This design comes from an exercise in tuning for small area on the open sky130 flow, not from production work. The RTL was checked by simulation tests, not by an equivalence proof against the original design. Power figures rest on the tool's default switching activity, not on a simulated workload.

Design prio_top, start of the top module:
module prio_top (
   input  wire         c_clk,
   input  wire         arst_n,
   input  wire [279:0] port_cmd,
   output logic        cmd_ready,
   output logic [11:0] invalid_rsp,
   output logic [71:0] add_out,
   output logic        add_valid,
   output logic [71:0] shift_out,
   output logic        shift_valid,
   input  wire         add_ready,
   input  wire         shift_ready
);
Size: ~850 flip-flops, ~440 I/O pins.
Settings: LEC_CHECK=0, CAP_MARGIN=20, CORE_MARGIN=2, CORE_UTILIZATION=45, SLEW_MARGIN=20; clock period 8.0 ns.
standard.sh (not shown) runs the stock make flow with config.mk's settings and CLKGATE_MAP_FILE= SYNTH_SCRIPT=/design/flow/synth_recipe.tcl, a recipe that flattens the netlist after the stock synthesis.
==> flow/flow/run.sh <==
#!/bin/bash
# The standard layout (standard.sh, unchanged synthesis), with two tweaks:
#  - every port still gets a buffer, but of the smallest buffer cell
#  - CTS inserts no dummy loads and clusters up to 25 sinks per clkbuf_16
# The make output goes to flow_make.log; ORFS keeps each step's log under orfs/logs.
set -euo pipefail
export BUFFER_PORTS_ARGS="-buffer_cell sky130_fd_sc_hd__buf_1"
export CTS_ARGS="-sink_clustering_enable -repair_clock_nets -dont_use_dummy_load -sink_clustering_size 25 -sink_clustering_max_diameter 80 -buf_list {sky130_fd_sc_hd__clkbuf_16}"
bash standard.sh finish > flow_make.log 2>&1
The starting point went through all stages and came out clean.
Edit:
SYNTH_HIERARCHICAL = 1   (was not set)
Outcome: Fmax is higher by a few percent. Power is lower by a little under a tenth. Clock-buffer cell count is higher by 1. Synthesized area is lower slightly. First-iteration DRC count is higher by a few percent. Final area is lower by a few percent. Wire length is lower by a few percent. Clock skew is lower by 0.039 ns. Core utilization is lower by 1.7 points.

========
Setup of before:
The RTL this note starts from:
==> flow/design.v <==
`default_nettype none
package calc_cmd_pkg;
   typedef logic [3:0]  opcode_t;
   typedef logic [1:0]  req_tag_t;
   typedef logic [1:0]  port_id_t;
   typedef logic [31:0] operand_t;
   localparam opcode_t OP_NONE = 4'd0;
   localparam opcode_t OP_ADD  = 4'd1;
   localparam opcode_t OP_SUB  = 4'd2;
   localparam opcode_t OP_SHL  = 4'd5;
   localparam opcode_t OP_SHR  = 4'd6;
   typedef struct packed {
      opcode_t  opcode;
      req_tag_t tag;
      operand_t data1;
      operand_t data2;
   } port_cmd_t;
   typedef struct packed {
      opcode_t  opcode;
      port_id_t port;
      req_tag_t tag;
      operand_t data1;
      operand_t data2;
   } queue_entry_t;
   typedef struct packed {
      logic     valid;
      req_tag_t tag;
   } invalid_rsp_t;
endpackage
`default_nettype wire
`default_nettype none
package prio_cfg_pkg;
   localparam int NUM_PORTS   = 4;
   localparam int QUEUE_DEPTH = 8;
   typedef logic [$clog2(QUEUE_DEPTH):0]   count_t;
   typedef logic [$clog2(QUEUE_DEPTH)-1:0] slot_t;
   typedef logic [NUM_PORTS-1:0]           port_mask_t;
endpackage
`default_nettype wire
`timescale 1ns/1ps
`default_nettype none
module cmd_sorter (
   input  wire          c_clk,
   input  wire          arst_n,
   input  wire [279:0]  port_cmd,
   output logic         cmd_ready,
   input  wire          add_room,
   input  wire          shift_room,
   output logic [3:0]   add_wr_mask,
   output logic [3:0]   shift_wr_mask,
   output logic [267:0] wr_data,
   output logic [11:0]  invalid_rsp
);
   logic [3:0] is_add;
   logic [3:0] is_shift;
   logic [3:0] is_invalid;
   assign cmd_ready = add_room && shift_room;
   for (genvar k = 0; k < 4; k++) begin : g_port
      logic [3:0] op;
      assign op = port_cmd[70*k+66 +: 4];
      assign is_add[k]     = (op == 4'd1) || (op == 4'd2);
      assign is_shift[k]   = (op == 4'd5) || (op == 4'd6);
      assign is_invalid[k] = (op != 4'd0) && !is_add[k] && !is_shift[k];
      assign wr_data[67*k +: 67] = {op[1], port_cmd[70*k +: 66]};
      always_ff @(posedge c_clk or negedge arst_n) begin
         if (!arst_n) invalid_rsp[3*k+2] <= 1'b0;
         else         invalid_rsp[3*k+2] <= cmd_ready && is_invalid[k];
      end
      always_ff @(posedge c_clk) invalid_rsp[3*k +: 2] <= port_cmd[70*k+64 +: 2];
   end
   assign add_wr_mask   = cmd_ready ? is_add : '0;
   assign shift_wr_mask = cmd_ready ? is_shift : '0;
endmodule
`default_nettype wire
`timescale 1ns/1ps
`default_nettype none
module cmd_queue (
   input  wire          c_clk,
   input  wire          arst_n,
   input  wire  [3:0]   wr_mask,
   input  wire  [267:0] wr_data,
   output logic         room,
   output logic [68:0]  head,
   output logic         head_valid,
   input  wire          pop
);
   logic [68:0] mem [0:7];
   logic [2:0] rd_ptr;
   logic [3:0] count;
   logic [2:0] tail;
   logic [1:0] rank [0:3];
   logic [2:0] slot [0:3];
   logic [3:0] sel  [0:3];
   logic [3:0] bank_we;
   logic [3:0] bank_row;
   logic [68:0] bank_in [0:3];
   logic [2:0] wr_num;
   assign tail = rd_ptr + count[2:0];
   always_comb begin
      rank[0] = 2'd0;
      rank[1] = {1'b0, wr_mask[0]};
      rank[2] = {1'b0, wr_mask[0]} + {1'b0, wr_mask[1]};
      rank[3] = {1'b0, wr_mask[0]} + {1'b0, wr_mask[1]} + {1'b0, wr_mask[2]};
      wr_num  = {1'b0, rank[3]} + {2'b0, wr_mask[3]};
      for (int k = 0; k < 4; k++) slot[k] = tail + {1'b0, rank[k]};
      for (int b = 0; b < 4; b++) begin
         for (int k = 0; k < 4; k++) sel[b][k] = wr_mask[k] && (slot[k][1:0] == 2'(b));
         bank_we[b]  = |sel[b];
         bank_row[b] = 1'b0;
         bank_in[b]  = '0;
         for (int k = 0; k < 4; k++) begin
            bank_row[b] = bank_row[b] | (sel[b][k] & slot[k][2]);
            bank_in[b]  = bank_in[b] | ({69{sel[b][k]}} &
                          {wr_data[67*k+66], 2'(k), wr_data[67*k +: 66]});
         end
      end
   end
   always_ff @(posedge c_clk) begin
      for (int b = 0; b < 4; b++) begin
         if (bank_we[b] && !bank_row[b]) mem[b]   <= bank_in[b];
         if (bank_we[b] &&  bank_row[b]) mem[4+b] <= bank_in[b];
      end
   end
   always_ff @(posedge c_clk or negedge arst_n) begin
      if (!arst_n) begin
         rd_ptr <= '0;
         count  <= '0;
      end else begin
         if (pop) rd_ptr <= rd_ptr + 1'b1;
         count <= count + {1'b0, wr_num} - {3'b0, pop};
      end
   end
   always_comb begin
      head = '0;
      for (int i = 0; i < 8; i++)
         head = head | ({69{rd_ptr == 3'(i)}} & mem[i]);
   end
   assign head_valid = (count != '0);
   assign room       = (count <= 4'd4);
endmodule
`default_nettype wire
`timescale 1ns/1ps
`default_nettype none
module dispatch_arbiter (
   input  wire        c_clk,
   input  wire        arst_n,
   input  wire  [1:0] add_port,
   input  wire        add_head_valid,
   input  wire  [1:0] shift_port,
   input  wire        shift_head_valid,
   output logic       add_pop,
   output logic       shift_pop,
   output logic       add_valid,
   output logic       shift_valid,
   input  wire        add_ready,
   input  wire        shift_ready
);
   logic turn_shift;
   logic add_held;
   logic shift_held;
   logic conflict;
   assign conflict = add_head_valid && shift_head_valid && (add_port == shift_port);
   assign add_valid = add_head_valid &&
                      (!conflict || add_held || (!shift_held && !turn_shift));
   assign shift_valid = shift_head_valid &&
                        (!conflict || shift_held || (!add_held && turn_shift));
   assign add_pop   = add_valid && add_ready;
   assign shift_pop = shift_valid && shift_ready;
   always_ff @(posedge c_clk or negedge arst_n) begin
      if (!arst_n) begin
         turn_shift <= 1'b0;
         add_held   <= 1'b0;
         shift_held <= 1'b0;
      end else begin
         add_held   <= add_valid && !add_ready;
         shift_held <= shift_valid && !shift_ready;
         if (conflict && (turn_shift ? shift_pop : add_pop)) turn_shift <= !turn_shift;
      end
   end
endmodule
`default_nettype wire
`timescale 1ns/1ps
`default_nettype none
module prio_top (
   input  wire         c_clk,
   input  wire         arst_n,
   input  wire [279:0] port_cmd,
   output logic        cmd_ready,
   output logic [11:0] invalid_rsp,
   output logic [71:0] add_out,
   output logic        add_valid,
   output logic [71:0] shift_out,
   output logic        shift_valid,
   input  wire         add_ready,
   input  wire         shift_ready
);
   logic [3:0]   add_wr_mask;
   logic [3:0]   shift_wr_mask;
   logic [267:0] wr_data;
   logic         add_room;
   logic         shift_room;
   logic [68:0]  add_head;
   logic [68:0]  shift_head;
   logic         add_head_valid;
   logic         shift_head_valid;
   logic         add_pop;
   logic         shift_pop;
   cmd_sorter u_sorter (
      .c_clk         (c_clk),
      .arst_n        (arst_n),
      .port_cmd      (port_cmd),
      .cmd_ready     (cmd_ready),
      .add_room      (add_room),
      .shift_room    (shift_room),
      .add_wr_mask   (add_wr_mask),
      .shift_wr_mask (shift_wr_mask),
      .wr_data       (wr_data),
      .invalid_rsp   (invalid_rsp)
   );
   cmd_queue u_add_queue (
      .c_clk      (c_clk),
      .arst_n     (arst_n),
      .wr_mask    (add_wr_mask),
      .wr_data    (wr_data),
      .room       (add_room),
      .head       (add_head),
      .head_valid (add_head_valid),
      .pop        (add_pop)
   );
   cmd_queue u_shift_queue (
      .c_clk      (c_clk),
      .arst_n     (arst_n),
      .wr_mask    (shift_wr_mask),
      .wr_data    (wr_data),
      .room       (shift_room),
      .head       (shift_head),
      .head_valid (shift_head_valid),
      .pop        (shift_pop)
   );
   dispatch_arbiter u_arbiter (
      .c_clk            (c_clk),
      .arst_n           (arst_n),
      .add_port         (add_head[67:66]),
      .add_head_valid   (add_head_valid),
      .shift_port       (shift_head[67:66]),
      .shift_head_valid (shift_head_valid),
      .add_pop          (add_pop),
      .shift_pop        (shift_pop),
      .add_valid        (add_valid),
      .shift_valid      (shift_valid),
      .add_ready        (add_ready),
      .shift_ready      (shift_ready)
   );
   assign add_out   = {2'b00, add_head[68], !add_head[68], add_head[67:0]};
   assign shift_out = {2'b01, shift_head[68], !shift_head[68], shift_head[67:0]};
endmodule
`default_nettype wire
clock: 8.0 ns
lec_check: 0
cap_margin: 20
core_margin: 2
core_utilization: 40
slew_margin: 20
run.sh (not shown) runs the stock make flow with config.mk's settings and CLKGATE_MAP_FILE= SYNTH_SCRIPT=/design/flow/synth_recipe.tcl, a recipe that flattens the netlist after the stock synthesis.
Stock flow here: none of the scripts above is used.
Changes in after relative to before:
- a change of CORE_UTILIZATION from 40 to 55
==> flow/flow/run.sh (new file) <==
#!/bin/bash
# Standard ORFS layout (the standard.sh), with two tweaks:
#  - port buffers use the smallest buffer cell instead of the resizer's default pick
#  - CTS does not insert dummy loads and uses smaller clock buffers
set -euo pipefail
export BUFFER_PORTS_ARGS="-buffer_cell sky130_fd_sc_hd__buf_1"
export CTS_ARGS="-sink_clustering_enable -repair_clock_nets -dont_use_dummy_load -buf_list {sky130_fd_sc_hd__clkbuf_4 sky130_fd_sc_hd__clkbuf_8}"
bash standard.sh finish > flow_make.log 2>&1
==> flow/standard.sh (new file) <==
#!/bin/bash
# synth_recipe.tcl (not shown) runs the flow's synth.tcl, then flattens the netlist and writes it again
# the make line also repeats each setting of config.mk as NAME=value (left out here)
make -C /OpenROAD-flow-scripts/flow DESIGN_CONFIG=/design/flow/config.mk WORK_HOME=/design/flow/orfs CLKGATE_MAP_FILE= SYNTH_SCRIPT=/design/flow/synth_recipe.tcl "${@:-finish}"
removed: flow/run.sh
==> run notes <==
- after vs. before: number of clock buffer instances in the layout went up by 30%.
- Going from before to after, the static power due to leakage was found to have gone down by 0.0018 uW.
- Looking at total design power, after sits 12% below before.
- Delta (after minus before): routed wire length went down by 5.5%, die area fell by about 27%, detailed placement HPWL moved down.

========
== the previous run ==
prio_top, a different RTL version from the one above (not shown whole).
Size: roughly 440 I/O pins, about 43,000 um2 of cells after synthesis.
==> flow/config.mk <==
export PLATFORM = sky130hd
export DESIGN_NAME = prio_top
export DESIGN_NICKNAME = prio_top
export VERILOG_FILES = /design/flow/design.v
export SDC_FILE = /design/flow/constraint.sdc
export NUM_CORES = 4
export LEC_CHECK = 0
export CAP_MARGIN = 20
export CORE_MARGIN = 2
export CORE_UTILIZATION = 35
export SLEW_MARGIN = 20
export SYNTH_HIERARCHICAL = 1
==> flow/constraint.sdc <==
create_clock -name core_clock -period 8.0 [get_ports {c_clk}]
set_input_delay 1.6000 -clock core_clock [delete_from_list [all_inputs] [get_ports {c_clk}]]
set_output_delay 1.6000 -clock core_clock [all_outputs]
set_load 0.01 [all_outputs]
standard.sh (not shown) runs the stock make flow with config.mk's settings and CLKGATE_MAP_FILE= SYNTH_SCRIPT=/design/flow/synth_recipe.tcl, a recipe that flattens the netlist after the stock synthesis.
==> flow/flow/run.sh <==
#!/bin/bash
# The standard layout (standard.sh, unchanged synthesis), with two tweaks:
#  - every port still gets a buffer, but of the smallest buffer cell
#  - CTS inserts no dummy loads and clusters up to 25 sinks per clkbuf_16
# The make output goes to flow_make.log; ORFS keeps each step's log under orfs/logs.
set -euo pipefail
export BUFFER_PORTS_ARGS="-buffer_cell sky130_fd_sc_hd__buf_1"
export CTS_ARGS="-sink_clustering_enable -repair_clock_nets -dont_use_dummy_load -sink_clustering_size 25 -sink_clustering_max_diameter 80 -buf_list {sky130_fd_sc_hd__clkbuf_16}"
bash standard.sh finish > flow_make.log 2>&1
--- input diff the previous run..the current run ---
- swapping 35 for 45 in CORE_UTILIZATION
## What came out
- Die area: the current run < the previous run
- Diff the current run..the previous run | switching share of power | negligible
- Tightest hold margin deteriorates in the current run relative to the previous run.
- Average via count per standard cell, the current run vs the previous run: up by a little under 10%
- Between the previous run and the current run, clock power is lower for the current run, the previous run comes in above that.
- Compared with the previous run, in the current run clock group share of total power went down; synthesis-to-layout area growth went down.
- Master of the slowest instance on the critical path: buf_4 -> the current run, nor2_4 -> the previous run
- When the final numbers for the previous run and the current run were put side by side, the utilization turned out to be greater in the current run.

-- separate check: timing with driven ports --
How much do the figures lean on ideal ports? The routed layouts below were timed once more, with nothing changed but the port constraints. Step 1, drivers: a clkbuf_16 drives c_clk and a buf_2 each remaining input, both assumed. Step 2 times the ports against the registers' clock, not the clock port: input delays grow and output delays shrink by t, the midpoint of the rising clock arrivals with the driver on. a / b / c = no drivers / after step 1 / after step 2; a / b = the first two.
run	t (ns)	setup WS [ns]	slew at the worst register clock pin (ns)
the first run of note 1	0.730	1.182 / 1.182 / 0.746	0.11 / 0.11
the second run of note 1	0.732	1.595 / 1.635 / 0.903	0.11 / 0.11
before	0.812	1.690 / 1.618 / 1.097	0.07 / 0.07
after	0.916	1.794 / 1.716 / 1.277	0.07 / 0.07
the previous run	0.729	1.432 / 1.470 / 0.741	0.11 / 0.11
the current run	0.709	1.508 / 1.547 / 0.838	0.11 / 0.11
After both steps every run listed still meets setup and hold. For the second run of note 1, which loses most, drivers alone change the setup slack by +0.040 ns; drivers and shift together by -0.692 ns.
